This design comes from an exercise in tuning for small area on the open sky130 flow, not from production work. Only simulation tests tie the RTL to the original design; equivalence was not proved. No activity file was given, so power comes from the tool's default toggle rates. The clock port is modelled as an ideal driver; clocking choices that lean on that would not hold on a real chip.

File: design.v
`default_nettype none
package rvm_pkg;
    typedef enum logic [1:0] {
        INSTR_ADD,
        INSTR_ADDI,
        INSTR_LUI,
        INSTR_UNSUPPORTED
    } instr_e;
    typedef enum logic [2:0] {
        ST_POST_RESET,
        ST_FETCH,
        ST_DECODE,
        ST_EX_ADD,
        ST_EX_ADDI,
        ST_EX_LUI,
        ST_EX_NONE,
        ST_INC_PC
    } ctrl_state_e;
    typedef struct packed {
        logic                       c_en;    
        logic [32-1:0]       addr;    
    } mem_req_t;
    typedef struct packed {
        instr_e                     instr;
        logic [5-1:0] rs1;
        logic [5-1:0] rs2;
        logic [5-1:0] rd;
        logic [32-1:0]       imm;     
    } decoded_t;
    typedef struct packed {
        logic                       req;     
        logic [32-1:0]       lhs;
        logic [32-1:0]       rhs;
    } add_req_t;
    typedef struct packed {
        logic                       wen;
        logic [5-1:0] addr;
        logic [32-1:0]       wdata;
    } rd_write_t;
endpackage
`default_nettype wire
`default_nettype none
module rvm_core_top (
    input  logic        clk,
    input  logic        resetn,
    output logic        o_mem_c_en,
    output logic [31:0] o_mem_addr,
    input  logic [31:0] i_mem_rdata,
    input  logic        i_mem_stall,
    output logic        o_wb_wen,
    output logic [4:0]  o_wb_addr,
    output logic [31:0] o_wb_wdata
);
    logic [4:0]  ph;         
    logic        clr;        
    logic        run;        
    logic        have;       
    logic [29:0] pc;         
    logic        last;
    logic        acc;
    logic        sup;
    logic        d_add;
    logic        d_lui;
    assign last = &ph;
    assign o_mem_c_en = !have || (run && last);
    assign o_mem_addr = {pc, 2'b00};
    assign acc = o_mem_c_en && !i_mem_stall;
    assign d_add = i_mem_rdata[6:0] == 7'b0110011 && i_mem_rdata[14:12] == 3'd0 &&
                   i_mem_rdata[31:25] == 7'd0;
    assign d_lui = i_mem_rdata[6:0] == 7'b0110111;
    assign sup   = d_add || d_lui ||
                   (i_mem_rdata[6:0] == 7'b0010011 && i_mem_rdata[14:12] == 3'd0);
    always_ff @(posedge clk or negedge resetn) begin
        if (!resetn) begin
            ph   <= 5'd0;
            clr  <= 1'b1;
            run  <= 1'b1;
            have <= 1'b1;
            pc   <= 30'd0;
        end else begin
            ph <= ph + 5'd1;
            if (acc) pc <= pc + 30'd1;
            if (last) begin
                clr  <= 1'b0;
                run  <= (have && !run) || (acc && sup);
                have <= (have && !run) || (acc && sup);
            end else if (acc && sup) begin
                have <= 1'b1;
            end
        end
    end
    logic [4:0]  rd;
    logic [19:0] iw;         
    logic        is_add;
    logic        is_lui;
    always_ff @(posedge clk) begin
        if (acc) begin
            rd     <= i_mem_rdata[11:7];
            iw     <= i_mem_rdata[31:12];
            is_add <= d_add;
            is_lui <= d_lui;
        end
    end
    logic imm_bit;
    always_comb begin
        if (is_lui) imm_bit = (ph >= 5'd12) ? iw[ph - 5'd12] : 1'b0;
        else        imm_bit = (ph < 5'd12) ? iw[ph + 5'd8] : iw[19];
    end
    logic [31:0] tails;
    logic [31:0] regs [1:31];
    logic        sum;
    logic        wbit;
    assign tails[0] = 1'b0;
    assign wbit = sum && !clr;
    for (genvar i = 1; i < 32; i++) begin : g_reg
        logic sel;
        assign sel = clr || (run && rd == 5'(i));
        assign tails[i] = regs[i][0];
        always_ff @(posedge clk) begin
            regs[i] <= {sel ? wbit : regs[i][0], regs[i][31:1]};
        end
    end
    logic a_bit;
    logic b_bit;
    logic cin;
    logic carry;
    assign a_bit = tails[iw[7:3]] && !is_lui;                
    assign b_bit = is_add ? tails[iw[12:8]] : imm_bit;       
    assign cin   = carry && ph != 5'd0;
    assign sum   = a_bit ^ b_bit ^ cin;
    always_ff @(posedge clk) begin
        carry <= (a_bit & b_bit) | (a_bit & cin) | (b_bit & cin);
    end
    logic [30:0] wb;
    always_ff @(posedge clk) begin
        wb <= {sum, wb[30:1]};
    end
    assign o_wb_wen   = run && last && !clr;
    assign o_wb_addr  = rd;
    assign o_wb_wdata = {sum, wb};
endmodule
`default_nettype wire
File: run.sh
#!/bin/bash
# synth_recipe.tcl (not shown) runs the flow's synth.tcl, then flattens the netlist and writes it again
# the make line also repeats each setting of config.mk as NAME=value (left out here)
make -C /OpenROAD-flow-scripts/flow DESIGN_CONFIG=/design/flow/config.mk WORK_HOME=/design/flow/orfs CLKGATE_MAP_FILE= SYNTH_SCRIPT=/design/flow/synth_recipe.tcl finish
File: config.mk
export PLATFORM = sky130hd
export DESIGN_NAME = rvm_core_top
export DESIGN_NICKNAME = rvm_core_top
export VERILOG_FILES = /design/flow/design.v
export SDC_FILE = /design/flow/constraint.sdc
export NUM_CORES = 4
export LEC_CHECK = 0
export CAP_MARGIN = 20
export CORE_MARGIN = 2
export CORE_UTILIZATION = 40
export SLEW_MARGIN = 20
File: constraint.sdc
create_clock -name core_clock -period 10.0 [get_ports {clk}]
set_input_delay 2.0000 -clock core_clock [delete_from_list [all_inputs] [get_ports {clk}]]
set_output_delay 2.0000 -clock core_clock [all_outputs]
set_load 0.01 [all_outputs]
==> results of run 1 <==
## cells by family after synthesis
family | after synthesis | share of synthesized area [%]
DFF | 1089 | 90.23
and+or+nand+nor | 176 | 3.428
AOI/OAI and AO/OA | 55 | 1.678
muxes | 34 | 2.454
buffers and inverters | 34 | 0.6236
xor gates and xnor gates | 32 | 1.136
adders and majority gates | 8 | 0.4360
other | 1 | 0.01520
## where the power goes
group	leakage [nW]	internal, mW	total, mW	switching (mW)
Sequential	9.05	4.39	4.43	0.0358
Clock	1.65	2.10	3.68	1.58
Combinational	1.17	0.0742	0.132	0.0576
Total	11.9	6.56	8.24	1.67
## routing by layer
metal | vias to the layer above | wire [um]
li1 | 5044 | -
met1 | 4949 | 17760
met2 | 172 | 14600
met3 | 72 | 1446
met4 | 0 | 904
met5 | - | 0
## per-stage QoR
step                      setup WS [ns]  hold WS, ns
after floorplan                   5.199       0.3096
after global placement            4.015       0.3101
after detailed placement          4.001       0.3121
after CTS                         3.287       0.3122
after global routing              3.119       0.3153
final                             3.388       0.3121
## final timing paths
kind | cells after the start | start | endpoint
worst max register to register | 8 | iw[9] | regs[20][31]
max in group asynchronous | 1 | resetn | ph[2]
worst max-delay path | 9 | iw[9] | o_wb_wdata[31]
min in group asynchronous | 1 | resetn | pc[6]
worst min-delay path | 0 | regs[18][15] | regs[18][14]
worst min register to register | 0 | regs[18][15] | regs[18][14]
## final cells by class
cell class / instances / area, sq um / area share, %
inverters: 11 / 41.29 / 0.1379
clock buffers: 134 / 2830 / 9.455
well taps: 790 / 988.4 / 3.302
multi-input cells: 307 / 2268 / 7.578
flip-flops and latches: 1089 / 22270 / 74.38
clock inverters: 49 / 505.5 / 1.689
diodes: 1 / 2.502 / 0.008359
repair buffers: 104 / 1033 / 3.452
## cell usage after synthesis (all sizes together) (2+ instances only)
cell type / number
dfstp: 3
mux2: 5
nor4: 5
a211oi: 31
nand4b: 2
a21boi: 2
and3: 9
nor2b: 7
dfrtp: 35
clkbuf: 15
mux2i: 11
mux4: 18
nand2: 25
and4: 4
and2: 3
ha: 7
or3: 2
nand3: 22
a31oi: 2
edfxtp: 27
a22oi: 2
nand4: 7
or2: 2
xnor2: 26
dfxtp: 1024
nor3: 6
a21oi: 3
xor2: 6
o21ai: 3
a311oi: 2
nor2: 74
nand2b: 5
inv: 11
buf: 8
## critical path, cell delays in order (launching register included)
cell             delay (ns)
edfxtp_1               0.89
mux2_2                 0.41
a221oi_1               0.22
a2111oi_0              0.10
o41ai_1                0.62
o311a_1                0.30
fa_1                   0.42
buf_4                  0.25
inv_1                  0.17
clkdlybuf4s50_1        0.56
## state kept, by name (all words and copies together) (netlist names), 5 cells and up
register,count
iw,20
pc,30
ph,5
rd,5
regs,992
wb,31
==> reports/qor.txt, run 1 <==
hold_buf cts -> 0
layout cell share with drive strength beyond 1 -> 11.45%
root buf cell -> clkbuf_16
register area share after synthesis -> 90.23%
# DRC -> 0
RSZ-0062 raised after global routing -> no
total negative setup slack -> 0 ns
Critical Path RT -> 8.00 ns
status -> finished clean
effective utilization at floorplan -> 40.21%
synthesized area -> 0.02468 sq mm
most common cell after layout, fill and taps aside -> dfxtp_1
IO Port Bufs -> 103
drt total wl -> 34.71 mm
maximum root-to-sink buffer count -> 3
H-tree depth -> 3
Design Area, Final -> 0.02994 sq mm
CP arrival -> 4.61 ns
VDD IR max -> 0.1761 mV
DR vias/cell -> 4.120
Wirelength per Cell -> 13.97 um
final number of setup-violating endpoints -> 0
die width -> 252.4 um
GRT Util Overall -> 11.12%
most frequent cells in the layout -> 1024 x dfxtp_1, 102 x clkdlybuf4s50_1, 100 x clkbuf_16
YS warnings -> 2
Max-Cap Viols -> 0
met1 Use GR -> 15.70%
global-route wire length before repair -> 55.19 mm
TritonCTS Buffers -> 97
Slew @ Worst Pin -> 1.073 ns
Mapped Cells -> 1429
R2R setup slack -> 5.82 ns
Placer Congestion -> 0.7835
final-report hold violation count -> 0
max_slew headroom -> 28.32%
die height -> 252.4 um
period utilization -> 66.12%
Top Usage Layer GRT -> met2
Post-Route Utilization -> 48.78%
number of gates resized after cts -> 0
Fmax -> 151.3 MHz
PD cells -> 275.1 mW/mm^2
drt initial violations -> 412
EDFF count, synth -> 27
CP Capture Type -> primary output
Sink Count -> 1089
setup bufs post-CTS -> 0
Yosys top cell by area -> dfxtp_1
area grow syn2layout -> 21.31%
Fillers -> 5041
Netlist cell types -> 55
Top-Level Pins -> 106
Primary FF master, synth -> dfxtp_1
top cell type's share of synthesized area -> 83.07%
Total Nets Final -> 1653
global route overflow -> 0
post-route ant nets -> 0
clk slew on worst S/H paths -> 0.06 ns
GRT met2 Usage -> 15.99%
Seq cells post-synth -> 1089
core box area -> 0.06137 sq mm
total power draw -> 8.236 mW
CTS tree -> yes
number of global-route vias before repair -> 10290
Vias -> 10240
FP Rows -> 91
Die ar. -> 0.06369 sq mm
Min-Delay Path Class -> reg2reg
initial antenna violation count -> 0
final cell count without fillers -> 2485
Syn Area/Cell -> 17.27 sq um
asr flop ratio synth -> 3.489%
clock latency on the worst-skew pair -> 0.65 ns
largest net degree at the start of global routing -> 39
Post-DP Area -> 0.02660 sq mm
type of origin of the critical path -> register
M3 GR Usage -> 3.306%
Lkg Pwr -> 11.87 nW
Worst Setup Path Type -> reg2out
worst clock skew -> 0.02044 ns
final max-slew violation count -> 0
Period minus WS final -> 6.612 ns
Post-DP HPWL -> 20.55 mm
synth top area cells -> dfxtp_1 83%, dfrtp_1 3.5%, edfxtp_1 3.3%, nor2_1 1.1%, mux4_1 0.96%
Inst Count DP -> 2301
First-pass DRT Iterations -> 4
critical path peak fanout -> 32
==> run 2: changes to the inputs <==
==> flow/run.sh (new file) <==
#!/bin/bash
# Standard layout, with the port buffers made from buf_1 and without
# CTS dummy loads. Each tool's output goes to the logs ORFS writes.
cp standard.sh standard_sh_copy.log
cp config.mk config_mk_copy.log
export BUFFER_PORTS_ARGS="-buffer_cell sky130_fd_sc_hd__buf_1"
export CTS_ARGS="-sink_clustering_enable -repair_clock_nets -dont_use_dummy_load"
bash standard.sh > standard_run.log 2>&1
==> standard.sh (new file) <==
#!/bin/bash
# synth_recipe.tcl (not shown) runs the flow's synth.tcl, then flattens the netlist and writes it again
# the make line also repeats each setting of config.mk as NAME=value (left out here)
make -C /OpenROAD-flow-scripts/flow DESIGN_CONFIG=/design/flow/config.mk WORK_HOME=/design/flow/orfs CLKGATE_MAP_FILE= SYNTH_SCRIPT=/design/flow/synth_recipe.tcl "${@:-finish}"
--- a/config.mk
+++ b/config.mk
@@ -9,3 +9,3 @@
 export CORE_MARGIN = 2
-export CORE_UTILIZATION = 40
+export CORE_UTILIZATION = 60
 export SLEW_MARGIN = 20
removed: run.sh
==> run 2 against run 1 <==
Compared with the run above: final area decreased by 6.6%; wire length decreased by 3.2%; count of clock-buffer cells in the layout decreased by 41; sequential share of layout area increased by 5.2 points; register-to-register slack improved by 0.22 ns; clock power decreased by about 20%; non-clock buffer count unchanged; flip-flop and latch count unchanged; combinational power decreased by 28%; critical endpoint unchanged; setup slack improved by 0.56 ns; power decreased by 9.3%; largest cell class unchanged.
==> reports/qor.txt, run 2 <==
hold_buf cts -> 0
die height -> 206.8 um
area grow syn2layout -> 13.33%
number of gates resized after cts -> 0
global route overflow -> 0
post-route ant nets -> 0
Routed met3 length -> 1.409 mm
top-count cell post-synth -> dfxtp_1
most common cell after layout, fill and taps aside -> dfxtp_1
Largest regs -> regs (992), wb (31), pc (30)
layout cell share with drive strength beyond 1 -> 7.357%
First-pass DRT Iterations -> 4
post-synthesis mux area share -> 2.454%
post-synthesis adder-cell area fraction -> 0.4361%
largest reg by FF count -> regs
FP Rows -> 74
clock latency on the worst-skew pair -> 0.62 ns
effective utilization at floorplan -> 60.57%
final max-slew violation count -> 0
initial antenna violation count -> 1
Lkg Pwr -> 11.11 nW
Netlist cell types -> 55
H-tree depth -> 3
XOR/XNOR Fraction of Synth Area -> 1.136%
CTS tree -> yes
Wirelength per Cell -> 15.73 um
CP Capture Type -> primary output
Yosys top cell by area -> dfxtp_1
top cell type's share of synthesized area -> 83.07%
Sink Count -> 1089
Critical Path RT -> 8.00 ns
Primary FF master, synth -> dfxtp_1
synthesized area -> 0.02468 sq mm
Max-Cap Viols -> 0
EDFF count, synth -> 27
type of origin of the critical path -> register
Slew @ Worst Pin -> 1.052 ns
compound-cell area share of the yosys netlist -> 1.678%
asr flop ratio synth -> 3.489%
critical path peak fanout -> 32
Highest Signal Layer -> met4
most frequent cells in the layout -> 1024 x dfxtp_1, 102 x buf_1, 93 x clkbuf_16
Fmax -> 165.2 MHz
Post-DP HPWL -> 19.66 mm
PD cells -> 267.0 mW/mm^2
Top-Level Pins -> 106
period utilization -> 60.52%
register area share after synthesis -> 90.23%
Fillers -> 2767
Mapped Cells -> 1429
metal2 WL -> 14.80 mm
status -> finished clean
final-report hold violation count -> 0
global-route wire length before repair -> 52.87 mm
Total Nets Final -> 1649
VDD IR max -> 0.1774 mV
pre-CTS WS -> 4.527 ns
max_slew headroom -> 29.72%
Period minus WS final -> 6.052 ns
maximum root-to-sink buffer count -> 3
Seq cells post-synth -> 1089
synth top area cells -> dfxtp_1 83%, dfrtp_1 3.5%, edfxtp_1 3.3%, nor2_1 1.1%, mux4_1 0.96%
root buf cell -> clkbuf_16
drt initial violations -> 556
worst clock skew -> 0.06785 ns
clk slew on worst S/H paths -> 0.06 ns
post-synthesis simple-gate area fraction -> 3.428%
top cells by count, synth -> 1024 x dfxtp_1, 74 x nor2_1, 35 x dfrtp_1, 31 x a211oi_1, 27 x edfxtp_1
RSZ-0062 raised after global routing -> no
Vias -> 9967
max reg flops -> 992
number of global-route vias before repair -> 9912
largest net degree at the start of global routing -> 39
core box area -> 0.04074 sq mm
Min-Delay Path Class -> reg2reg
IO Port Bufs -> 103
setup bufs post-CTS -> 0
DR vias/cell -> 4.664
fin worst setup slack -> 3.948 ns
drt total wl -> 33.61 mm
Die ar. -> 0.04276 sq mm
final number of setup-violating endpoints -> 0
TritonCTS Buffers -> 93
total negative setup slack -> 0 ns
Worst Setup Path Type -> reg2out
YS warnings -> 2
M1 wire length -> 16.65 mm
# DRC -> 0
GRT Util Overall -> 16.22%
Syn Area/Cell -> 17.27 sq um
die width -> 206.8 um
largest family of logic cells by synthesized area -> simple AND/OR/NAND/NOR gates
CP arrival -> 4.05 ns
Placer Congestion -> 0.8144
## run 2: cells by family (layout without fill, tap and decap cells)
logic type	count (synthesis)	in the layout
flops	1089	1089
simple gates	176	176
compound gates	55	55
mux	34	34
buf+inv	34	208
xor+xnor	32	32
fa+ha+maj	8	8
other cells	1	3
## run 2: worst paths after layout
kind / cells past startpoint / end / slack (ns) / startpoint
max: 9 / o_wb_wdata[31] / 3.95 / iw[9]
min: 0 / regs[14][28] / 0.30 / regs[14][29]
max reg2reg: 8 / regs[29][31] / 6.04 / iw[9]
min reg2reg: 0 / regs[14][28] / 0.30 / regs[14][29]
max in group asynchronous: 1 / pc[18] / 7.89 / resetn
min in group asynchronous: 1 / pc[13] / 1.53 / resetn
## run 2: metrics by stage
step	hold slack, ns	power (mW)	util, %	area [sq um]	instances
after detailed placement	0.3121	4.616	62.93	25640	2043
after global routing	0.3011	7.727	68.64	27960	2136
after floorplan	0.3096	4.570	-	24680	1430
after CTS	0.2996	7.564	68.64	27960	2136
after global placement	0.3099	4.615	62.93	25640	2043
final	0.2986	7.467	68.65	27970	2137
## run 2: per-layer routing
layer | global-route usage [%] | vias up
li1 | - | 4944
met1 | 23.29 | 4789
met2 | 24.19 | 166
met3 | 3.987 | 68
met4 | 5.800 | 0
met5 | 0 | -
## run 2: final cells by class
class	instances	area (sq um)	share of cell area, %
Antenna cell	1	2.502	0.008948
Clock buffer	93	2327	8.322
Inverter	11	41.29	0.1476
Multi-Input combinational cell	307	2268	8.112
Sequential cell	1089	22270	79.62
Tap cell	532	665.6	2.380
Timing Repair Buffer	104	395.4	1.414
## run 2: worst max-delay path: stages (launching register included)
cell,delay (ns)
edfxtp_1,0.85
mux2_2,0.41
a221oi_1,0.22
a2111oi_0,0.11
o41ai_1,0.58
o311a_1,0.29
fa_1,0.42
buf_4,0.25
inv_1,0.15
buf_1,0.16
## run 2: report_power, final
group / switching [mW] / internal (mW)
Sequential: 0.0340 / 4.39
Clock: 1.32 / 1.63
Combinational: 0.0565 / 0.0379
Total: 1.41 / 6.06
==> run 3: changes to the inputs <==
==> flow/run.sh (replaced) <==
#!/bin/bash
# Standard layout (standard.sh), with buf_1 port buffers and CTS sink
# clusters sized for the flip-flop clock-slew limit, without dummy loads.
export BUFFER_PORTS_ARGS="-buffer_cell sky130_fd_sc_hd__buf_1"
export CTS_ARGS="-sink_clustering_enable -repair_clock_nets -dont_use_dummy_load -sink_clustering_size 24 -sink_clustering_max_diameter 60"
bash standard.sh > standard_run.log 2>&1
--- a/config.mk
+++ b/config.mk
@@ -9,3 +9,3 @@
 export CORE_MARGIN = 2
-export CORE_UTILIZATION = 60
+export CORE_UTILIZATION = 65
 export SLEW_MARGIN = 20
==> run 3 against run 2 <==
Compared with the run above: critical path depth stayed put; worst hold slack got worse by 0.030 ns; utilization grew 3.1 points; flip-flop and latch count unchanged; count of clock-buffer cells in the layout shrank 42; synthesized cell count stayed put; power fell by 11%.
==> reports/qor.txt, run 3 <==
status -> finished clean
most frequent cells in the layout -> 1024 x dfxtp_1, 102 x buf_1, 73 x nor2_1
# DRC -> 0
asr flop ratio synth -> 3.489%
final-report hold violation count -> 0
initial antenna violation count -> 2
register area -> 0.02227 sq mm
top-count cell post-synth -> dfxtp_1
worst r2r dst -> regs[5][31]
DR vias/cell -> 4.714
Slew @ Worst Pin -> 1.031 ns
CP Capture Type -> primary output
Max-Cap Viols -> 0
Primary FF master, synth -> dfxtp_1
Placer Congestion -> 0.8509
Critical Path RT -> 8.00 ns
top cell type's share of synthesized area -> 83.07%
YS warnings -> 2
final number of setup-violating endpoints -> 0
final cell count without fillers -> 2074
Inst Count DP -> 2022
total power draw -> 6.617 mW
Syn Area/Cell -> 17.27 sq um
FP Rows -> 71
RSZ-0062 raised after global routing -> no
clk slew on worst S/H paths -> 0.09 ns
maximum root-to-sink buffer count -> 3
max reg flops -> 992
Lkg Pwr -> 10.59 nW
VDD IR max -> 0.1979 mV
Period minus WS final -> 6.055 ns
total negative setup slack -> 0 ns
hold_buf cts -> 0
number of global-route vias before repair -> 9869
reg-to-reg critical path startpoint -> iw[9]
synthesized area -> 0.02468 sq mm
Fmax -> 165.2 MHz
final max-slew violation count -> 0
global-route wire length before repair -> 53.94 mm
die width -> 198.8 um
First-pass DRT Iterations -> 4
Post-Route Utilization -> 71.72%
EDFF count, synth -> 27
Top-Level Pins -> 106
critical path peak fanout -> 32
largest reg by FF count -> regs
root buf cell -> clkbuf_16
Worst Hold Launch -> regs[3][11]
Mapped Cells -> 1429
R2R setup slack -> 5.89 ns
H-tree depth -> 2
core box area -> 0.03749 sq mm
period utilization -> 60.55%
Die ar. -> 0.03954 sq mm
worst clock skew -> 0.07788 ns
layout cell share with drive strength beyond 1 -> 4.866%
Largest regs -> regs (992), wb (31), pc (30)
type of origin of the critical path -> register
Sink Count -> 1089
CP arrival -> 4.05 ns
drt initial violations -> 375
Total Nets Final -> 1607
Min-Delay Path Depth -> 0
most common cell after layout, fill and taps aside -> dfxtp_1
top cells by count, synth -> 1024 x dfxtp_1, 74 x nor2_1, 35 x dfrtp_1, 31 x a211oi_1, 27 x edfxtp_1
largest net degree at the start of global routing -> 39
Fillers -> 2393
IO Port Bufs -> 103
Reg2Reg Depth -> 8
Worst Setup Path Type -> reg2out
area grow syn2layout -> 8.965%
effective utilization at floorplan -> 65.82%
setup bufs post-CTS -> 0
TritonCTS Buffers -> 51
GRT Util Overall -> 18.03%
Min-Delay Path Class -> reg2reg
multi-input logic area -> 0.002268 sq mm
clock latency on the worst-skew pair -> 0.61 ns
register area share after synthesis -> 90.23%
Yosys top cell by area -> dfxtp_1
hold endpoint -> regs[3][10]
Vias -> 9776
number of gates resized after cts -> 0
Wirelength per Cell -> 16.60 um
Netlist cell types -> 55
Post-DP HPWL -> 20.03 mm
post-route ant nets -> 0
PD cells -> 246.1 mW/mm^2
max_slew headroom -> 31.12%
synth top area cells -> dfxtp_1 83%, dfrtp_1 3.5%, edfxtp_1 3.3%, nor2_1 1.1%, mux4_1 0.96%
drt total wl -> 34.43 mm
Seq cells post-synth -> 1089
global route overflow -> 0
CTS tree -> yes
die height -> 198.8 um
[run 3: cell type report]
cell class / instances / share of cell area, %
well taps: 511 / 2.378
clock buffers: 51 / 4.746
repair buffers: 104 / 1.470
inverters: 11 / 0.1536
flip-flops and latches: 1089 / 82.81
multi-input cells: 307 / 8.436
diodes: 1 / 0.009307
[run 3: worst max-delay path, cell delays in order (launching register included)]
cell and delay [ns]:
edfxtp_1 0.91, mux2_2 0.41, a221oi_1 0.28, a2111oi_0 0.12, o41ai_1 0.49, o311a_1 0.27
fa_1 0.42, buf_4 0.26, inv_1 0.14, buf_1 0.16
[run 3: cell families after synthesis]
group / synth area share [%]
XOR/XNOR: 1.136
AND/OR/NAND/NOR: 3.428
adder cells (fa/ha/maj): 0.4360
AO/OA/AOI/OAI: 1.678
other: 0.01520
buffers and inverters: 0.6236
flip-flops: 90.23
multiplexers: 2.454
[run 3: worst max path at each step]
| stage | from | slack, ns | endpoint | depth (start not counted) |
|---|---|---|---|---|
| after global placement | iw[9] | 4.61 | o_wb_wdata[31] | 9 |
| after floorplan | ph[2] | 5.20 | o_wb_wdata[31] | 11 |
| final | iw[9] | 3.95 | o_wb_wdata[31] | 9 |
| after CTS | iw[9] | 3.87 | o_wb_wdata[31] | 9 |
| after detailed placement | iw[9] | 4.54 | o_wb_wdata[31] | 9 |
| after global routing | iw[9] | 3.73 | o_wb_wdata[31] | 9 |
[run 3: metrics by stage]
step	hold slack [ns]	instance area, sq um	setup slack, ns
4_1_cts	0.2619	26890	3.869
3_5_place_dp	0.3121	25610	4.542
5_1_grt	0.2762	26890	3.730
3_3_place_gp	0.3097	25610	4.605
2_1_floorplan	0.3096	24680	5.199
6_report	0.2683	26890	3.945
[run 3: routing by layer]
metal / part of all wire, % / wire length (um) / track usage (%)
met5: 0 / 0 / 0
met4: 2.3 / 806 / 6.081
met3: 3.5 / 1218 / 2.950
met2: 45 / 15600 / 28.65
met1: 49 / 16800 / 25.53
[run 3: power by group]
part / switching (mW) / leakage [nW] / total (mW) / internal [mW]
registers: 0.0336 / 9.05 / 4.42 / 4.39
logic: 0.0597 / 0.910 / 0.0977 / 0.0380
clock network: 1.19 / 0.628 / 2.10 / 0.910
total: 1.28 / 10.6 / 6.62 / 5.33
==> run 4: changes to the inputs <==
==> flow/run.sh (replaced) <==
#!/bin/bash
# Standard layout (standard.sh), with buf_1 port buffers and CTS sink
# clusters sized for the flip-flop clock-slew limit, without dummy loads.
export BUFFER_PORTS_ARGS="-buffer_cell sky130_fd_sc_hd__buf_1"
export CTS_ARGS="-sink_clustering_enable -repair_clock_nets -dont_use_dummy_load -sink_clustering_size 30 -sink_clustering_max_diameter 60"
bash standard.sh > standard_run.log 2>&1
==> run 4 against run 3 <==
Compared with the run above: still clean; critical path depth is the same; final cell count shrank 0.24%; sequential share of layout area grew 0.53 points; maximum frequency grew 0.14%; global-route usage shrank 0.11 points; non-clock buffer count is the same; synthesized area is the same; critical path type unchanged; critical endpoint unchanged; largest cell class unchanged; largest power group unchanged.
==> reports/qor.txt, run 4 <==
status -> finished clean
FP Rows -> 71
Post-DP Area -> 0.02561 sq mm
GRT Util Overall -> 17.92%
Post-DP HPWL -> 20.03 mm
Hold WS -> 0.2860 ns
Sink Count -> 1089
Critical Path RT -> 8.00 ns
Inst Count DP -> 2022
asr flop ratio synth -> 3.489%
pre-CTS WS -> 4.542 ns
layout cell share with drive strength beyond 1 -> 4.437%
initial antenna violation count -> 3
CP arrival -> 4.05 ns
hold endpoint -> regs[3][10]
period utilization -> 60.46%
Die ar. -> 0.03954 sq mm
Largest regs -> regs (992), wb (31), pc (30)
Min-Delay Path Class -> reg2reg
Vias -> 9729
type of origin of the critical path -> register
number of gates resized after cts -> 0
synthesized area -> 0.02468 sq mm
number of global-route vias before repair -> 9585
Design Area, Final -> 0.02672 sq mm
Syn Area/Cell -> 17.27 sq um
drt total wl -> 34.31 mm
Yosys top cell by area -> dfxtp_1
Top-Level Pins -> 106
most frequent cells in the layout -> 1024 x dfxtp_1, 102 x buf_1, 73 x nor2_1
final-report hold violation count -> 0
Slew @ Worst Pin -> 1.019 ns
root buf cell -> clkbuf_16
Reg2Reg Depth -> 8
Mapped Cells -> 1429
RSZ-0062 raised after global routing -> no
largest reg by FF count -> regs
slowest cell delay on critical path -> 0.91 ns
Fmax -> 165.4 MHz
core box area -> 0.03749 sq mm
H-tree depth -> 2
Worst Hold Launch -> regs[3][11]
top cell type's share of synthesized area -> 83.07%
area grow syn2layout -> 8.275%
total negative setup slack -> 0 ns
global-route wire length before repair -> 53.15 mm
Critical Path, Cell by Cell -> mux2_2, a221oi_1, a2111oi_0, o41ai_1, o311a_1, fa_1, buf_4, inv_1, buf_1
final cell count without fillers -> 2069
clk slew on worst S/H paths -> 0.10 ns
clock latency on the worst-skew pair -> 0.60 ns
max_slew headroom -> 31.90%
worst r2r dst -> regs[5][31]
Placer Congestion -> 0.8509
Total Nets Final -> 1600
die width -> 198.8 um
die height -> 198.8 um
CP Capture Type -> primary output
worst clock skew -> 0.08618 ns
R2R setup slack -> 5.90 ns
maximum root-to-sink buffer count -> 3
YS warnings -> 2
global route overflow -> 0
register area share after synthesis -> 90.23%
Lkg Pwr -> 10.50 nW
Post-Route Utilization -> 71.27%
top cells by count, synth -> 1024 x dfxtp_1, 74 x nor2_1, 35 x dfrtp_1, 31 x a211oi_1, 27 x edfxtp_1
largest net degree at the start of global routing -> 39
VDD IR max -> 0.2684 mV
Period minus WS final -> 6.046 ns
most common cell after layout, fill and taps aside -> dfxtp_1
drt initial violations -> 429
synth top area cells -> dfxtp_1 83%, dfrtp_1 3.5%, edfxtp_1 3.3%, nor2_1 1.1%, mux4_1 0.96%
critical path peak fanout -> 32
CTS tree -> yes
CP max stage cell -> edfxtp_1
DR vias/cell -> 4.702
Fillers -> 2445
register area -> 0.02227 sq mm
Netlist cell types -> 55
setup bufs post-CTS -> 0
Wirelength per Cell -> 16.58 um
TritonCTS Buffers -> 44
max reg flops -> 992
# DRC -> 0
reg-to-reg critical path startpoint -> iw[9]
PD cells -> 242.5 mW/mm^2
post-route ant nets -> 0
Seq cells post-synth -> 1089
final number of setup-violating endpoints -> 0
multi-input logic area -> 0.002268 sq mm
Worst Setup Path Type -> reg2out
total power draw -> 6.480 mW
EDFF count, synth -> 27
Primary FF master, synth -> dfxtp_1
hold_buf cts -> 0
final max-slew violation count -> 0
top-count cell post-synth -> dfxtp_1
Max-Cap Viols -> 0
IO Port Bufs -> 103
First-pass DRT Iterations -> 5
Min-Delay Path Depth -> 0
fin worst setup slack -> 3.954 ns
effective utilization at floorplan -> 65.82%
[run 4: cells by family after synthesis]
logic type	after synthesis	share of synthesized area, %
other	1	0.01520
adder cells (fa/ha/maj)	8	0.4360
AND/OR/NAND/NOR	176	3.428
multiplexers	34	2.454
XOR/XNOR	32	1.136
buffers and inverters	34	0.6236
flip-flops	1089	90.23
AO/OA/AOI/OAI	55	1.678
[run 4: worst max-delay path by stage]
stage,from,end,slack (ns),cells past startpoint
after CTS,iw[9],o_wb_wdata[31],3.88,9
after detailed placement,iw[9],o_wb_wdata[31],4.54,9
after global routing,iw[9],o_wb_wdata[31],3.75,9
final,iw[9],o_wb_wdata[31],3.95,9
after floorplan,ph[2],o_wb_wdata[31],5.20,11
after global placement,iw[9],o_wb_wdata[31],4.61,9
[run 4: worst max-delay path, delay by kind of cell, from the launching register on]
kind / cells / cell delay (ns)
AO/OA/AOI/OAI: 4 / 1.16
adder cells (fa/ha/maj): 1 / 0.42
buffers and inverters: 3 / 0.55
flip-flops: 1 / 0.91
multiplexers: 1 / 0.41
[run 4: power breakdown]
group	internal, mW	switching [mW]	total, mW	leakage, nW
sequential	4.39	0.0336	4.42	9.05
combinational	0.0380	0.0591	0.0971	0.910
clock	0.794	1.17	1.96	0.542
total	5.22	1.26	6.48	10.5
[run 4: final cells by class]
cell class | count | share of cell area, %
repair buffers | 104 | 1.480
multi-input cells | 307 | 8.490
clock buffers | 44 | 4.121
inverters | 11 | 0.1545
well taps | 511 | 2.393
diodes | 3 | 0.02810
flip-flops and latches | 1089 | 83.33
[run 4: per-layer routing]
| metal | vias to the layer above | global-route usage (%) | share of wire [%] |
|---|---|---|---|
| met5 | - | 0 | 0 |
| met2 | 167 | 28.17 | 45 |
| met1 | 4642 | 25.78 | 49 |
| li1 | 4859 | - | - |
| met4 | 0 | 5.915 | 2.4 |
| met3 | 61 | 2.815 | 3.5 |
==> run 5: changes to the inputs <==
==> flow/run.sh (replaced) <==
#!/bin/bash
# Standard layout (standard.sh), with buf_1 port buffers and CTS sink
# clusters sized for the flip-flop clock-slew limit, without dummy loads.
export BUFFER_PORTS_ARGS="-buffer_cell sky130_fd_sc_hd__buf_1"
export CTS_ARGS="-sink_clustering_enable -repair_clock_nets -dont_use_dummy_load -sink_clustering_size 35 -sink_clustering_max_diameter 60"
bash standard.sh > standard_run.log 2>&1
==> run 5 against run 4 <==
Compared with the run above: sequential power barely moved; register-to-register slack better by 0.10 ns; flip-flop and latch count stayed put; clock skew shrank 0.0023 ns; setup slack about the same; wire length shrank 3.4%; combinational power barely moved; count of clock-buffer cells in the layout down 2; sequential share of layout area increased by 0.17 points; die area unchanged; first-iteration DRC count shrank 9.1%.
==> reports/qor.txt, run 5 <==
Lkg Pwr -> 10.48 nW
metal2 WL -> 14.34 mm
critical path peak fanout -> 32
Fillers -> 2456
Total Nets Final -> 1598
Fmax -> 165.4 MHz
VDD IR max -> 0.1788 mV
status -> finished clean
Worst Setup Path Type -> reg2out
First-pass DRT Iterations -> 5
Period minus WS final -> 6.046 ns
final number of setup-violating endpoints -> 0
total negative setup slack -> 0 ns
Post-DP Area -> 0.02561 sq mm
synth top area cells -> dfxtp_1 83%, dfrtp_1 3.5%, edfxtp_1 3.3%, nor2_1 1.1%, mux4_1 0.96%
drt initial violations -> 390
number of gates resized after cts -> 0
Highest Signal Layer -> met4
TritonCTS Buffers -> 42
maximum root-to-sink buffer count -> 3
Post-DP HPWL -> 20.03 mm
Placer Congestion -> 0.8509
Max-Cap Viols -> 0
multi-input logic area -> 0.002268 sq mm
most common cell after layout, fill and taps aside -> dfxtp_1
initial antenna violation count -> 2
synthesized area -> 0.02468 sq mm
Netlist cell types -> 55
CP Capture Type -> primary output
register area -> 0.02227 sq mm
worst clock skew -> 0.08385 ns
Primary FF master, synth -> dfxtp_1
Design Area, Final -> 0.02666 sq mm
drt total wl -> 33.15 mm
Syn Area/Cell -> 17.27 sq um
post-route ant nets -> 0
Min-Delay Path Class -> reg2reg
max reg flops -> 992
largest reg by FF count -> regs
period utilization -> 60.46%
final max-slew violation count -> 0
Die ar. -> 0.03954 sq mm
area grow syn2layout -> 8.052%
Vias -> 9658
Critical Path RT -> 8.00 ns
clk slew on worst S/H paths -> 0.12 ns
H-tree depth -> 2
IO Port Bufs -> 103
asr flop ratio synth -> 3.489%
Top-Level Pins -> 106
top cell type's share of synthesized area -> 83.07%
top cells by count, synth -> 1024 x dfxtp_1, 74 x nor2_1, 35 x dfrtp_1, 31 x a211oi_1, 27 x edfxtp_1
DR vias/cell -> 4.677
Routed met3 length -> 1.143 mm
Seq cells post-synth -> 1089
final-report hold violation count -> 0
global-route wire length before repair -> 51.52 mm
global route overflow -> 0
# DRC -> 0
Wirelength per Cell -> 16.05 um
largest net degree at the start of global routing -> 39
total power draw -> 6.431 mW
die height -> 198.8 um
PD cells -> 241.2 mW/mm^2
die width -> 198.8 um
Largest regs -> regs (992), wb (31), pc (30)
clock latency on the worst-skew pair -> 0.60 ns
top-count cell post-synth -> dfxtp_1
Post-Route Utilization -> 71.12%
EDFF count, synth -> 27
Yosys top cell by area -> dfxtp_1
YS warnings -> 2
CTS tree -> yes
most frequent cells in the layout -> 1024 x dfxtp_1, 102 x buf_1, 73 x nor2_1
setup bufs post-CTS -> 0
Sink Count -> 1089
RSZ-0062 raised after global routing -> no
type of origin of the critical path -> register
core box area -> 0.03749 sq mm
layout cell share with drive strength beyond 1 -> 4.314%
CP arrival -> 4.05 ns
effective utilization at floorplan -> 65.82%
register area share after synthesis -> 90.23%
M1 wire length -> 16.89 mm
number of global-route vias before repair -> 9452
FP Rows -> 71
Mapped Cells -> 1429
hold_buf cts -> 0
max_slew headroom -> 32.62%
root buf cell -> clkbuf_16
GRT Util Overall -> 17.23%
Slew @ Worst Pin -> 1.008 ns
## run 5: cell count changes in the layout (fill, tap and decap cells not counted)
cell,change
clkbuf_16,-2
diode_2,-2
## run 5: logic make-up after synthesis
group | after synthesis | synth area share (%)
flops | 1089 | 90.23
compound gates | 55 | 1.678
buf+inv | 34 | 0.6236
xor+xnor | 32 | 1.136
simple gates | 176 | 3.428
mux | 34 | 2.454
fa+ha+maj | 8 | 0.4360
other cells | 1 | 0.01520
## run 5: report_power, final
| part | switching (mW) | internal, mW | leakage, nW |
|---|---|---|---|
| Sequential | 0.0333 | 4.39 | 9.05 |
| Combinational | 0.0589 | 0.0380 | 0.910 |
| Clock | 1.15 | 0.760 | 0.518 |
| Total | 1.24 | 5.19 | 10.5 |
## run 5: final timing paths
| path | from | end | slack (ns) | cells after the start |
|---|---|---|---|---|
| min | regs[14][30] | regs[14][29] | 0.27 | 0 |
| max reg2reg | iw[9] | regs[5][31] | 6.00 | 8 |
| min reg2reg | regs[14][30] | regs[14][29] | 0.27 | 0 |
| min in group asynchronous | resetn | pc[13] | 1.56 | 1 |
| max in group asynchronous | resetn | ph[0] | 7.78 | 1 |
| max | iw[9] | o_wb_wdata[31] | 3.95 | 9 |
## run 5: routing by layer
| metal | track usage (%) | up-vias |
|---|---|---|
| met5 | 0 | - |
| met1 | 25.39 | 4594 |
| met3 | 2.933 | 49 |
| met2 | 26.22 | 170 |
| li1 | - | 4845 |
| met4 | 5.721 | 0 |
## run 5: worst max-delay path: stages, from the launching register on
cell       delay, ns
edfxtp_1        0.92
mux2_2          0.41
a221oi_1        0.29
a2111oi_0       0.12
o41ai_1         0.49
o311a_1         0.27
fa_1            0.42
buf_4           0.25
inv_1           0.14
buf_1           0.16
## run 5: stage by stage
stage	hold slack (ns)	std cells	setup WS, ns
floorplan	0.3096	1430	5.199
detailed placement	0.3121	2022	4.542
finish	0.2672	2065	3.954
CTS	0.2693	2064	3.902
global placement	0.3097	2022	4.605
global route	0.2588	2064	3.768
## run 5: final cells by class
type	instances	share of cell area, %
Tap cell	511	2.398
Sequential cell	1089	83.51
Timing Repair Buffer	104	1.483
Antenna cell	1	0.009385
Inverter	11	0.1549
Clock buffer	42	3.942
Multi-Input combinational cell	307	8.508
==> run 6: changes to the inputs <==
--- a/design.v
+++ b/design.v
@@ -57,17 +57,7 @@
     logic        have;       
-    logic [29:0] pc;         
     logic        last;
     logic        acc;
-    logic        sup;
-    logic        d_add;
-    logic        d_lui;
     assign last = &ph;
     assign o_mem_c_en = !have || (run && last);
-    assign o_mem_addr = {pc, 2'b00};
     assign acc = o_mem_c_en && !i_mem_stall;
-    assign d_add = i_mem_rdata[6:0] == 7'b0110011 && i_mem_rdata[14:12] == 3'd0 &&
-                   i_mem_rdata[31:25] == 7'd0;
-    assign d_lui = i_mem_rdata[6:0] == 7'b0110111;
-    assign sup   = d_add || d_lui ||
-                   (i_mem_rdata[6:0] == 7'b0010011 && i_mem_rdata[14:12] == 3'd0);
     always_ff @(posedge clk or negedge resetn) begin
@@ -78,11 +68,9 @@
             have <= 1'b1;
-            pc   <= 30'd0;
         end else begin
             ph <= ph + 5'd1;
-            if (acc) pc <= pc + 30'd1;
             if (last) begin
                 clr  <= 1'b0;
-                run  <= (have && !run) || (acc && sup);
-                have <= (have && !run) || (acc && sup);
-            end else if (acc && sup) begin
+                run  <= (have && !run) || acc;
+                have <= (have && !run) || acc;
+            end else if (acc) begin
                 have <= 1'b1;
@@ -91,6 +79,27 @@
     end
+    logic [29:0] pc;
+    logic        pc_cy;
+    logic        pc_ci;
+    logic        pc_rot;
+    assign pc_rot = run && !(ph[4] && ph[3] && ph[2] && ph[1]);
+    assign pc_ci  = pc_cy || ph == 5'd0;
+    always_ff @(posedge clk) begin
+        if (pc_rot) begin
+            pc    <= {(pc[0] ^ pc_ci) && !clr, pc[29:1]};
+            pc_cy <= pc[0] && pc_ci;
+        end
+    end
+    assign o_mem_addr = {pc, 2'b00};
     logic [4:0]  rd;
     logic [19:0] iw;         
-    logic        is_add;
-    logic        is_lui;
+    logic        is_add;     
+    logic        is_lui;     
+    logic        d_add;
+    logic        d_addi;
+    logic        d_lui;
+    logic        wr;
+    assign d_add  = i_mem_rdata[6:0] == 7'b0110011 && i_mem_rdata[14:12] == 3'd0 &&
+                    i_mem_rdata[31:25] == 7'd0;
+    assign d_addi = i_mem_rdata[6:0] == 7'b0010011 && i_mem_rdata[14:12] == 3'd0;
+    assign d_lui  = i_mem_rdata[6:0] == 7'b0110111;
     always_ff @(posedge clk) begin
@@ -99,10 +108,16 @@
             iw     <= i_mem_rdata[31:12];
-            is_add <= d_add;
-            is_lui <= d_lui;
+            is_add <= !d_addi && !d_lui;
+            is_lui <= !d_addi && !d_add;
         end
     end
-    logic imm_bit;
+    assign wr = !(is_add && is_lui);
+    logic       imm_bit;
+    logic [4:0] imm_idx;
+    logic       imm_in;
+    assign imm_idx = ph + (is_lui ? 5'd20 : 5'd8);
+    assign imm_in  = is_lui ? (ph >= 5'd12) : (ph < 5'd12);
     always_comb begin
-        if (is_lui) imm_bit = (ph >= 5'd12) ? iw[ph - 5'd12] : 1'b0;
-        else        imm_bit = (ph < 5'd12) ? iw[ph + 5'd8] : iw[19];
+        if (imm_in)      imm_bit = iw[imm_idx];
+        else if (is_lui) imm_bit = 1'b0;
+        else             imm_bit = iw[19];
     end
@@ -112,7 +127,13 @@
     logic        wbit;
+    logic [3:0]  wsel_hi;
+    logic [7:0]  wsel_lo;
     assign tails[0] = 1'b0;
     assign wbit = sum && !clr;
+    always_comb begin
+        for (int j = 0; j < 4; j++) wsel_hi[j] = clr || (run && wr && rd[4:3] == 2'(j));
+        for (int j = 0; j < 8; j++) wsel_lo[j] = clr || rd[2:0] == 3'(j);
+    end
     for (genvar i = 1; i < 32; i++) begin : g_reg
         logic sel;
-        assign sel = clr || (run && rd == 5'(i));
+        assign sel = wsel_hi[i / 8] && wsel_lo[i % 8];
         assign tails[i] = regs[i][0];
@@ -137,3 +158,3 @@
     end
-    assign o_wb_wen   = run && last && !clr;
+    assign o_wb_wen   = run && last && wr && !clr;
     assign o_wb_addr  = rd;
==> flow/run.sh (replaced) <==
#!/bin/bash
export BUFFER_PORTS_ARGS="-buffer_cell sky130_fd_sc_hd__buf_1"
export CTS_ARGS="-sink_clustering_enable -repair_clock_nets -dont_use_dummy_load -sink_clustering_size 35 "
bash standard.sh > standard_run.log 2>&1
==> run 6 against run 5 <==
Compared with the run above: sequential share of layout area fell by 1.6 points; register-to-register slack improved by 0.32 ns; synthesized area fell by 1.9%; die area fell by 1.9%; critical endpoint unchanged; power rose by 14%; non-clock buffer count did not move; setup slack improved by 0.57 ns; highest routed layer is now met5; critical path type unchanged; largest cell class unchanged.
==> reports/qor.txt, run 6 <==
clk slew on worst S/H paths -> 0.06 ns
most common cell after layout, fill and taps aside -> dfxtp_1
die width -> 196.9 um
status -> finished clean
register area share after synthesis -> 92.76%
final max-slew violation count -> 0
EDFF count, synth -> 58
worst clock skew -> 0.05729 ns
total negative setup slack -> 0 ns
Die ar. -> 0.03879 sq mm
TritonCTS Buffers -> 91
# DRC -> 0
Post-DP HPWL -> 19.24 mm
CP Capture Type -> primary output
GRT Util Overall -> 19.19%
global-route wire length before repair -> 55.30 mm
critical path peak fanout -> 10
Sink Count -> 1090
Min-Delay Path Class -> reg2reg
Lkg Pwr -> 10.82 nW
largest reg by FF count -> regs
Period minus WS final -> 5.479 ns
H-tree depth -> 3
Seq cells post-synth -> 1090
most frequent cells in the layout -> 1024 x dfxtp_1, 103 x buf_1, 91 x clkbuf_16
maximum root-to-sink buffer count -> 3
RSZ-0062 raised after global routing -> no
IO Port Bufs -> 103
Max-Cap Viols -> 0
asr flop ratio synth -> 0.7339%
Syn Area/Cell -> 18.54 sq um
FP Rows -> 70
Fillers -> 2036
global route overflow -> 0
hold_buf cts -> 0
max reg flops -> 992
Worst Setup Path Type -> reg2out
type of origin of the critical path -> register
largest net degree at the start of global routing -> 32
Yosys top cell by area -> dfxtp_1
setup bufs post-CTS -> 0
area grow syn2layout -> 13.26%
DR vias/cell -> 4.748
Total Nets Final -> 1527
PD cells -> 268.5 mW/mm^2
final number of setup-violating endpoints -> 0
die height -> 196.9 um
Largest regs -> regs (992), wb (31), pc (30)
Critical Path RT -> 8.00 ns
period utilization -> 54.79%
Hold WS -> 0.2886 ns
synthesized area -> 0.02420 sq mm
fin worst setup slack -> 4.521 ns
VDD IR max -> 0.2395 mV
Mapped Cells -> 1305
layout cell share with drive strength beyond 1 -> 10.11%
Vias -> 9282
YS warnings -> 2
number of global-route vias before repair -> 9821
Netlist cell types -> 46
top cell type's share of synthesized area -> 84.72%
Wirelength per Cell -> 17.92 um
CP arrival -> 3.48 ns
pre-CTS WS -> 5.086 ns
post-route ant nets -> 0
Fmax -> 182.5 MHz
First-pass DRT Iterations -> 4
top-count cell post-synth -> dfxtp_1
Post-DP Area -> 0.02512 sq mm
initial antenna violation count -> 5
Design Area, Final -> 0.02741 sq mm
synth top area cells -> dfxtp_1 85%, edfxtp_1 7.2%, mux4_2 2.0%, mux2_2 1.3%, nand2_1 0.56%
CTS tree -> yes
root buf cell -> clkbuf_16
drt initial violations -> 380
drt total wl -> 35.04 mm
Slew @ Worst Pin -> 1.052 ns
Primary FF master, synth -> dfxtp_1
total power draw -> 7.358 mW
Placer Congestion -> 0.7964
effective utilization at floorplan -> 66.09%
Top-Level Pins -> 106
top cells by count, synth -> 1024 x dfxtp_1, 58 x edfxtp_1, 36 x nand2_1, 27 x mux2_2, 21 x mux4_2
final-report hold violation count -> 0
number of gates resized after cts -> 0
core box area -> 0.03661 sq mm
clock latency on the worst-skew pair -> 0.62 ns
max_slew headroom -> 29.73%
-- run 6: path summary, 6_finish.rpt --
| kind | from | to | slack (ns) | depth (start not counted) |
|---|---|---|---|---|
| worst max-delay path | iw[8] | o_wb_wdata[31] | 4.52 | 6 |
| worst min-delay path | regs[1][17] | regs[1][16] | 0.29 | 0 |
| worst max register to register | iw[8] | regs[14][31] | 6.32 | 7 |
| worst min register to register | regs[1][17] | regs[1][16] | 0.29 | 0 |
| max in group asynchronous | resetn | clr | 8.33 | 1 |
| min in group asynchronous | resetn | ph[0] | 1.33 | 1 |
-- run 6: final cells by class --
type | instances | area [sq um] | area share (%)
inverters | 7 | 26.28 | 0.09588
well taps | 468 | 585.6 | 2.137
repair buffers | 104 | 394.1 | 1.438
clock buffers | 91 | 2277 | 8.309
flip-flops and latches | 1090 | 22450 | 81.90
multi-input cells | 191 | 1667 | 6.081
diodes | 4 | 10.01 | 0.03652
-- run 6: through the flow --
stage	utilization, %	std cells
4_1_cts	74.83	1951
3_5_place_dp	68.61	1860
2_1_floorplan	-	1306
6_report	74.86	1955
5_1_grt	74.83	1951
3_3_place_gp	68.60	1860
-- run 6: report_power, final --
group	switching, mW	internal [mW]	total, mW
Sequential	0.00496	4.39	4.40
Combinational	0.0156	0.00727	0.0228
Clock	1.34	1.60	2.94
-- run 6: logic make-up (layout without fill, tap and decap cells) --
| logic type | after synthesis | after routing | synth area share, % |
|---|---|---|---|
| xor+xnor | 2 | 2 | 0.07241 |
| buf+inv | 25 | 202 | 0.4758 |
| mux | 53 | 53 | 3.418 |
| simple gates | 83 | 83 | 1.618 |
| fa+ha+maj | 7 | 7 | 0.4240 |
| compound gates | 44 | 44 | 1.215 |
| other cells | 1 | 6 | 0.01550 |
| flops | 1090 | 1090 | 92.76 |
-- run 6: layer usage --
metal  GRT usage (%)  share of wire, %  vias to the layer above
met5               0             0.034                        -
met3           4.740               5.3                       64
li1                -                 -                     4534
met1           25.75                46                     4454
met4           7.630               2.4                        2
met2           30.45                46                      228
-- run 6: critical path, stage by stage (launching register included) --
cell,delay [ns]
edfxtp_1,0.69
mux4_2,0.56
and3_1,0.19
a2111oi_0,0.44
o22ai_1,0.19
fa_1,0.60
buf_1,0.23
==> run 7: changes to the inputs <==
==> flow/run.sh (replaced) <==
#!/bin/bash
# Standard layout (standard.sh), with buf_1 port buffers and CTS sink
# clusters sized for the flip-flop clock-slew limit, without dummy loads.
export BUFFER_PORTS_ARGS="-buffer_cell sky130_fd_sc_hd__buf_1"
export CTS_ARGS="-sink_clustering_enable -repair_clock_nets -dont_use_dummy_load -sink_clustering_size 37 -sink_clustering_max_diameter 90"
bash standard.sh > standard_run.log 2>&1
==> run 7 against run 6 <==
Compared with the run above: clock skew is 0.013 ns higher; die area did not move; wire length decreased by 12%; register-to-register slack got worse by 0.05 ns; utilization shrank 3.8 points; via count down 5.5%; critical path depth unchanged; flip-flop and latch count stayed put; largest cell class unchanged; count of clock-buffer cells in the layout shrank 56; power shrank 16%; synthesized area is the same.
==> reports/qor.txt, run 7 <==
layout cell share with drive strength beyond 1 -> 6.587%
number of global-route vias before repair -> 8760
Syn Area/Cell -> 18.54 sq um
CP max stage cell -> edfxtp_1
Lkg Pwr -> 10.13 nW
most frequent cells in the layout -> 1024 x dfxtp_1, 103 x buf_1, 58 x edfxtp_1
Wirelength per Cell -> 16.25 um
Period minus WS final -> 5.518 ns
max_slew headroom -> 31.46%
final number of setup-violating endpoints -> 0
die height -> 196.9 um
# DRC -> 0
FP Rows -> 70
CP arrival -> 3.52 ns
type of origin of the critical path -> register
register area share after synthesis -> 92.76%
EDFF count, synth -> 58
Mapped Cells -> 1305
effective utilization at floorplan -> 66.09%
YS warnings -> 2
synth top area cells -> dfxtp_1 85%, edfxtp_1 7.2%, mux4_2 2.0%, mux2_2 1.3%, nand2_1 0.56%
critical path peak fanout -> 10
Fmax -> 181.2 MHz
global-route wire length before repair -> 48.35 mm
period utilization -> 55.18%
maximum root-to-sink buffer count -> 3
Critical Path, Cell by Cell -> mux4_2, and3_1, a2111oi_0, o22ai_1, fa_1, buf_1
setup bufs post-CTS -> 0
Worst Setup SP -> iw[8]
post-synthesis adder-cell area fraction -> 0.4240%
root buf cell -> clkbuf_16
cell family with most CP delay -> flip-flops
Post-DP HPWL -> 19.24 mm
slowest cell delay on critical path -> 0.71 ns
area grow syn2layout -> 7.456%
worst clock skew -> 0.06980 ns
status -> finished clean
total negative setup slack -> 0 ns
PD cells -> 237.2 mW/mm^2
VDD IR max -> 0.2097 mV
hold_buf cts -> 0
Primary FF master, synth -> dfxtp_1
largest reg by FF count -> regs
Netlist cell types -> 46
clk slew on worst S/H paths -> 0.12 ns
Sink Count -> 1090
CP Capture Type -> primary output
Total Nets Final -> 1471
First-pass DRT Iterations -> 5
largest family of logic cells by synthesized area -> multiplexers
top-count cell post-synth -> dfxtp_1
top cell type's share of synthesized area -> 84.72%
Max-Cap Viols -> 0
Placer Congestion -> 0.7964
initial antenna violation count -> 5
clock latency on the worst-skew pair -> 0.60 ns
drt initial violations -> 357
RSZ-0062 raised after global routing -> no
core box area -> 0.03661 sq mm
drt total wl -> 30.85 mm
XOR/XNOR Fraction of Synth Area -> 0.07239%
Min-Delay Path Class -> reg2reg
CP bufs+invs -> 1
top cells by count, synth -> 1024 x dfxtp_1, 58 x edfxtp_1, 36 x nand2_1, 27 x mux2_2, 21 x mux4_2
IO Port Bufs -> 103
post-synthesis mux area share -> 3.418%
Worst Setup Path Type -> reg2out
compound-cell area share of the yosys netlist -> 1.215%
number of gates resized after cts -> 0
post-synthesis simple-gate area fraction -> 1.618%
global route overflow -> 0
Die ar. -> 0.03879 sq mm
reg-to-reg critical path startpoint -> iw[8]
Seq cells post-synth -> 1090
Critical Path RT -> 8.00 ns
Inst Count DP -> 1860
Top-Level Pins -> 106
synthesized area -> 0.02420 sq mm
final max-slew violation count -> 0
CTS tree -> yes
Yosys top cell by area -> dfxtp_1
max reg flops -> 992
post-route ant nets -> 0
die width -> 196.9 um
DR vias/cell -> 4.621
TritonCTS Buffers -> 35
Worst Hold Launch -> regs[23][15]
final cell count without fillers -> 1898
most common cell after layout, fill and taps aside -> dfxtp_1
H-tree depth -> 2
final-report hold violation count -> 0
Vias -> 8770
largest net degree at the start of global routing -> 38
asr flop ratio synth -> 0.7339%
Slew @ Worst Pin -> 1.026 ns
GRT Util Overall -> 16.56%
Largest regs -> regs (992), wb (31), pc (30)
-- run 7: cell counts after synthesis --
No cell type changed its count.
-- run 7: area by class of cell --
type	count	area, sq um
Sequential cell	1090	22450
Tap cell	468	585.6
Clock buffer	35	875.8
Fill cell	2258	10610
Multi-Input combinational cell	191	1667
Timing Repair Buffer	104	394.1
Antenna cell	3	7.507
Inverter	7	26.28
-- run 7: per-stage QoR --
stage / setup slack, ns / power, mW / hold slack [ns] / utilization [%] / instance area [sq um]
finish: 4.482 / 6.167 / 0.3018 / 71.02 / 26000
global route: 4.194 / 6.366 / 0.3066 / 71.00 / 25990
CTS: 4.402 / 6.231 / 0.2986 / 71.00 / 25990
detailed placement: 5.086 / 4.514 / 0.3121 / 68.61 / 25120
global placement: 5.090 / 4.514 / 0.3098 / 68.60 / 25110
floorplan: 5.679 / 4.499 / 0.3096 / - / 24200
-- run 7: power by group --
group / total [mW] / leakage [nW] / switching, mW / internal (mW)
Clock: 1.75 / 0.431 / 1.11 / 0.642
Combinational: 0.0225 / 0.826 / 0.0152 / 0.00726
Sequential: 4.39 / 8.87 / 0.00487 / 4.39
-- run 7: final timing paths --
check                                 end  slack (ns)  cells past startpoint
hold reg to reg              regs[23][14]        0.30                      0
min in group asynchronous           ph[4]        1.34                      1
setup reg to reg              regs[6][31]        6.27                      7
setup / recovery           o_wb_wdata[31]        4.48                      6
hold / removal               regs[23][14]        0.30                      0
max in group asynchronous             clr        8.33                      1
-- run 7: routing by layer --
| metal | track usage (%) | part of all wire, % |
|---|---|---|
| met5 | 0 | 0.029 |
| met2 | 25.30 | 43 |
| met3 | 3.320 | 5.3 |
| met4 | 5.681 | 2.3 |
| met1 | 24.02 | 49 |
-- run 7: cells by family (layout without fill, tap and decap cells) --
| kind of cell | count (synthesis) | count (layout) |
|---|---|---|
| DFF | 1090 | 1090 |
| and+or+nand+nor | 83 | 83 |
| muxes | 53 | 53 |
| AOI/OAI and AO/OA | 44 | 44 |
| buffers and inverters | 25 | 146 |
| adders and majority gates | 7 | 7 |
| xor gates and xnor gates | 2 | 2 |
| other | 1 | 5 |
==> run 8: changes to the inputs <==
==> flow/run.sh (replaced) <==
#!/bin/bash
# Standard layout (standard.sh), with buf_1 port buffers and CTS sink
# clusters sized for the flip-flop clock-slew limit, without dummy loads.
export BUFFER_PORTS_ARGS="-buffer_cell sky130_fd_sc_hd__buf_1"
export CTS_ARGS="-sink_clustering_enable -repair_clock_nets -dont_use_dummy_load -sink_clustering_size 35 -sink_clustering_max_diameter 60"
bash standard.sh > standard_run.log 2>&1
==> run 8 against run 7 <==
Compared with the run above: die area did not move; sequential share of layout area fell by 0.66 points; global-route usage rose by 0.78 points; non-clock buffer count did not move; wire length rose by 4.5%; critical path type unchanged.
==> reports/qor.txt, run 8 <==
drt total wl -> 32.23 mm
Total Nets Final -> 1479
Fmax -> 182.6 MHz
clock latency on the worst-skew pair -> 0.60 ns
Worst Setup SP -> iw[8]
critical path peak fanout -> 10
global route overflow -> 0
Top-Level Pins -> 106
First-pass DRT Iterations -> 4
hold_buf cts -> 0
largest net degree at the start of global routing -> 36
Lkg Pwr -> 10.22 nW
clk slew on worst S/H paths -> 0.12 ns
cell family with most CP delay -> flip-flops
reg-to-reg critical path startpoint -> iw[8]
Mapped Cells -> 1305
slowest cell delay on critical path -> 0.69 ns
M1 wire length -> 15.71 mm
PD cells -> 242.3 mW/mm^2
layout cell share with drive strength beyond 1 -> 7.108%
effective utilization at floorplan -> 66.09%
IO Port Bufs -> 103
type of origin of the critical path -> register
Highest Signal Layer -> met5
synth top area cells -> dfxtp_1 85%, edfxtp_1 7.2%, mux4_2 2.0%, mux2_2 1.3%, nand2_1 0.56%
Netlist cell types -> 46
final max-slew violation count -> 0
Yosys top cell by area -> dfxtp_1
initial antenna violation count -> 5
Min-Delay Path Class -> reg2reg
FP Rows -> 70
top cell type's share of synthesized area -> 84.72%
Die ar. -> 0.03879 sq mm
max_slew headroom -> 29.72%
number of global-route vias before repair -> 9062
drt initial violations -> 399
Critical Path, Cell by Cell -> mux4_2, and3_1, a2111oi_0, o22ai_1, fa_1, buf_1
pre-CTS WS -> 5.086 ns
# DRC -> 0
Worst Hold Launch -> regs[4][26]
Period minus WS final -> 5.477 ns
setup bufs post-CTS -> 0
post-route ant nets -> 0
Post-DP HPWL -> 19.24 mm
total negative setup slack -> 0 ns
metal2 WL -> 14.12 mm
global-route wire length before repair -> 50.42 mm
Syn Area/Cell -> 18.54 sq um
status -> finished clean
top-count cell post-synth -> dfxtp_1
GRT Util Overall -> 17.34%
CP max stage cell -> edfxtp_1
largest reg by FF count -> regs
TritonCTS Buffers -> 43
Slew @ Worst Pin -> 1.052 ns
area grow syn2layout -> 8.284%
Wirelength per Cell -> 16.91 um
most frequent cells in the layout -> 1024 x dfxtp_1, 103 x buf_1, 58 x edfxtp_1
Vias -> 8840
max reg flops -> 992
final number of setup-violating endpoints -> 0
EDFF count, synth -> 58
root buf cell -> clkbuf_16
core box area -> 0.03661 sq mm
period utilization -> 54.77%
Max-Cap Viols -> 0
Primary FF master, synth -> dfxtp_1
register area share after synthesis -> 92.76%
die height -> 196.9 um
Routed met3 length -> 1.707 mm
number of gates resized after cts -> 0
H-tree depth -> 2
DR vias/cell -> 4.638
worst clock skew -> 0.06633 ns
Sink Count -> 1090
maximum root-to-sink buffer count -> 3
YS warnings -> 2
Placer Congestion -> 0.7964
top cells by count, synth -> 1024 x dfxtp_1, 58 x edfxtp_1, 36 x nand2_1, 27 x mux2_2, 21 x mux4_2
RSZ-0062 raised after global routing -> no
VDD IR max -> 0.2010 mV
asr flop ratio synth -> 0.7339%
synthesized area -> 0.02420 sq mm
fin worst setup slack -> 4.523 ns
CTS tree -> yes
most common cell after layout, fill and taps aside -> dfxtp_1
Critical Path RT -> 8.00 ns
CP Capture Type -> primary output
Worst Setup Path Type -> reg2out
CP bufs+invs -> 1
Seq cells post-synth -> 1090
Largest regs -> regs (992), wb (31), pc (30)
die width -> 196.9 um
final-report hold violation count -> 0
CP arrival -> 3.48 ns
==> run 8: path summary, 6_finish.rpt <==
path,to,slack (ns),depth (start not counted)
worst min-delay path,regs[4][25],0.27,0
max in group asynchronous,clr,8.28,1
worst max register to register,regs[10][31],6.26,7
min in group asynchronous,ph[0],1.32,1
worst max-delay path,o_wb_wdata[31],4.52,6
worst min register to register,regs[4][25],0.27,0
==> run 8: kinds of logic after synthesis <==
group,count (synthesis),share of synthesized area [%]
DFF,1090,92.76
adders and majority gates,7,0.4240
AOI/OAI and AO/OA,44,1.215
and+or+nand+nor,83,1.618
muxes,53,3.418
xor gates and xnor gates,2,0.07241
buffers and inverters,25,0.4758
other,1,0.01550
==> run 8: metal layers <==
layer  vias to the layer above  track usage (%)
met5                         -                0
met4                         2            5.068
met3                        48            4.158
met2                       173            26.88
met1                      4185            24.71
li1                       4432                -
==> run 8: cell type report <==
| class | count | area (sq um) |
|---|---|---|
| inverters | 7 | 26.28 |
| flip-flops and latches | 1090 | 22450 |
| repair buffers | 104 | 394.1 |
| fillers | 2245 | 10410 |
| clock buffers | 43 | 1076 |
| well taps | 468 | 585.6 |
| multi-input cells | 191 | 1667 |
| diodes | 3 | 7.507 |
==> run 8: stage by stage <==
step	cell area (sq um)	util (%)	total power [mW]	cells	hold WS (ns)
final	26200	71.57	6.349	1906	0.2739
after global routing	26190	71.55	6.549	1903	0.2672
after CTS	26190	71.55	6.411	1903	0.2722
after detailed placement	25120	68.61	4.514	1860	0.3121
after global placement	25110	68.60	4.514	1860	0.3098
after floorplan	24200	-	4.499	1306	0.3096
==> run 8: report_power, final <==
part           internal [mW]  total (mW)  switching (mW)
Clock                  0.778        1.93            1.16
Combinational        0.00726      0.0227          0.0154
Sequential              4.39        4.39         0.00514
==> run 9: changes to the inputs <==
==> flow/run.sh (replaced) <==
#!/bin/bash
# Standard layout (standard.sh), with buf_1 port buffers and CTS sink
# clusters sized for the flip-flop clock-slew limit, without dummy loads.
export BUFFER_PORTS_ARGS="-buffer_cell sky130_fd_sc_hd__buf_1"
export CTS_ARGS="-sink_clustering_enable -repair_clock_nets -dont_use_dummy_load -sink_clustering_size 36 -sink_clustering_max_diameter 80"
bash standard.sh > standard_run.log 2>&1
==> run 9 against run 8 <==
Compared with the run above: still clean; sequential share of layout area grew 0.49 points; via count shrank 0.37%; maximum frequency shrank 0.25%; non-clock buffer count is the same; count of clock-buffer cells in the layout shrank 6; setup slack lost 0.014 ns; synthesized cell count is the same; first-iteration DRC count shrank 13%.
==> reports/qor.txt, run 9 <==
effective utilization at floorplan -> 66.09%
Total Nets Final -> 1473
status -> finished clean
total negative setup slack -> 0 ns
top cell type's share of synthesized area -> 84.72%
Slew @ Worst Pin -> 1.015 ns
critical path peak fanout -> 10
largest reg by FF count -> regs
Top-Level Pins -> 106
EDFF count, synth -> 58
core box area -> 0.03661 sq mm
cell family with most CP delay -> flip-flops
# DRC -> 0
top-count cell post-synth -> dfxtp_1
Worst Setup SP -> iw[8]
most frequent cells in the layout -> 1024 x dfxtp_1, 103 x buf_1, 58 x edfxtp_1
Sequential Power Share -> 70.6%
Critical Path, Cell by Cell -> mux4_2, and3_1, a2111oi_0, o22ai_1, fa_1, buf_1
Die ar. -> 0.03879 sq mm
CP Capture Type -> primary output
R2R setup slack -> 6.31 ns
die width -> 196.9 um
area grow syn2layout -> 7.673%
worst r2r dst -> regs[14][31]
Wirelength per Cell -> 16.70 um
Critical Path RT -> 8.00 ns
asr flop ratio synth -> 0.7339%
global route overflow -> 0
Fillers -> 2252
Seq cells post-synth -> 1090
drt initial violations -> 349
number of global-route vias before repair -> 8935
final-report hold violation count -> 0
RSZ-0062 raised after global routing -> no
net switching power -> 1.151 mW
worst clock skew -> 0.06061 ns
Vias -> 8807
Crit. path cell count -> 6
period utilization -> 54.90%
Post-DP HPWL -> 19.24 mm
initial antenna violation count -> 5
DR vias/cell -> 4.633
Clk pwr share -> 29.0%
Yosys top cell by area -> dfxtp_1
fin worst setup slack -> 4.510 ns
max reg flops -> 992
clk slew on worst S/H paths -> 0.11 ns
Largest regs -> regs (992), wb (31), pc (30)
root buf cell -> clkbuf_16
Fmax -> 182.1 MHz
Worst Setup Path Type -> reg2out
clock latency on the worst-skew pair -> 0.60 ns
post-route ant nets -> 0
H-tree depth -> 2
layout cell share with drive strength beyond 1 -> 6.718%
die height -> 196.9 um
VDD IR max -> 0.1785 mV
Syn Area/Cell -> 18.54 sq um
global-route wire length before repair -> 49.80 mm
most common cell after layout, fill and taps aside -> dfxtp_1
Max-Cap Viols -> 0
max_slew headroom -> 32.16%
Mapped Cells -> 1305
final number of setup-violating endpoints -> 0
Lkg Pwr -> 10.15 nW
setup bufs post-CTS -> 0
Primary FF master, synth -> dfxtp_1
synth top area cells -> dfxtp_1 85%, edfxtp_1 7.2%, mux4_2 2.0%, mux2_2 1.3%, nand2_1 0.56%
slowest cell delay on critical path -> 0.69 ns
Min-Delay Path Class -> reg2reg
IO Port Bufs -> 103
## run 9: how the worst min path moves through the flow
stage                 start           end  slack (ns)  cells past startpoint
3_5_place_dp   regs[18][31]  regs[18][30]        0.31                      0
4_1_cts        regs[15][20]  regs[15][19]        0.27                      0
5_1_grt        regs[15][17]  regs[15][16]        0.26                      0
3_3_place_gp    regs[30][2]   regs[30][1]        0.31                      0
2_1_floorplan   regs[10][1]   regs[10][0]        0.31                      0
6_report       regs[15][17]  regs[15][16]        0.27                      0
## run 9: layer usage
layer,part of all wire (%),wire [um],track usage (%),vias to the layer above
li1,-,-,-,4415
met1,49,15590,24.47,4177
met2,44,13870,26.46,165
met3,5.0,1584,3.576,48
met4,2.2,699,5.904,2
met5,0.028,9,0,-
## run 9: cell type report
cell class	instances	area (sq um)	share of cell area [%]
Sequential cell	1090	22450	86.15
Multi-Input combinational cell	191	1667	6.397
Clock buffer	37	925.9	3.554
Tap cell	468	585.6	2.248
Timing Repair Buffer	104	394.1	1.513
Inverter	7	26.28	0.1009
Antenna cell	4	10.01	0.03842
## run 9: metrics by stage
step / cell area [sq um] / hold slack (ns) / util [%] / instances / total power, mW
after global routing: 26040 / 0.2625 / 71.14 / 1897 / 6.426
final: 26050 / 0.2700 / 71.17 / 1901 / 6.222
after global placement: 25110 / 0.3098 / 68.60 / 1860 / 4.514
after CTS: 26040 / 0.2673 / 71.14 / 1897 / 6.285
after floorplan: 24200 / 0.3096 / - / 1306 / 4.499
after detailed placement: 25120 / 0.3121 / 68.61 / 1860 / 4.514
## run 9: power groups by stage
stage	logic, mW	clock network (mW)	registers (mW)
final	0.0225	1.81	4.39
after floorplan	0.00443	0	4.49
after CTS	0.0231	1.87	4.39
after detailed placement	0.0230	0	4.49
after global routing	0.0254	2.00	4.40
after global placement	0.0225	0	4.49
## run 9: cells by family (layout without fill, tap and decap cells)
kind of cell | count (synthesis) | in the layout | share of synthesized area, %
DFF | 1090 | 1090 | 92.76
and+or+nand+nor | 83 | 83 | 1.618
muxes | 53 | 53 | 3.418
AOI/OAI and AO/OA | 44 | 44 | 1.215
buffers and inverters | 25 | 148 | 0.4758
adders and majority gates | 7 | 7 | 0.4240
xor gates and xnor gates | 2 | 2 | 0.07241
other | 1 | 6 | 0.01550
## run 9: worst reg2reg max path, cell delays in order, from the launching register on
cell and delay (ns):
edfxtp_1 0.69, mux4_2 0.56, and3_1 0.19, a2111oi_0 0.44, o22ai_1 0.19, fa_1 0.60, nor2b_4 0.59, mux2_2 0.36
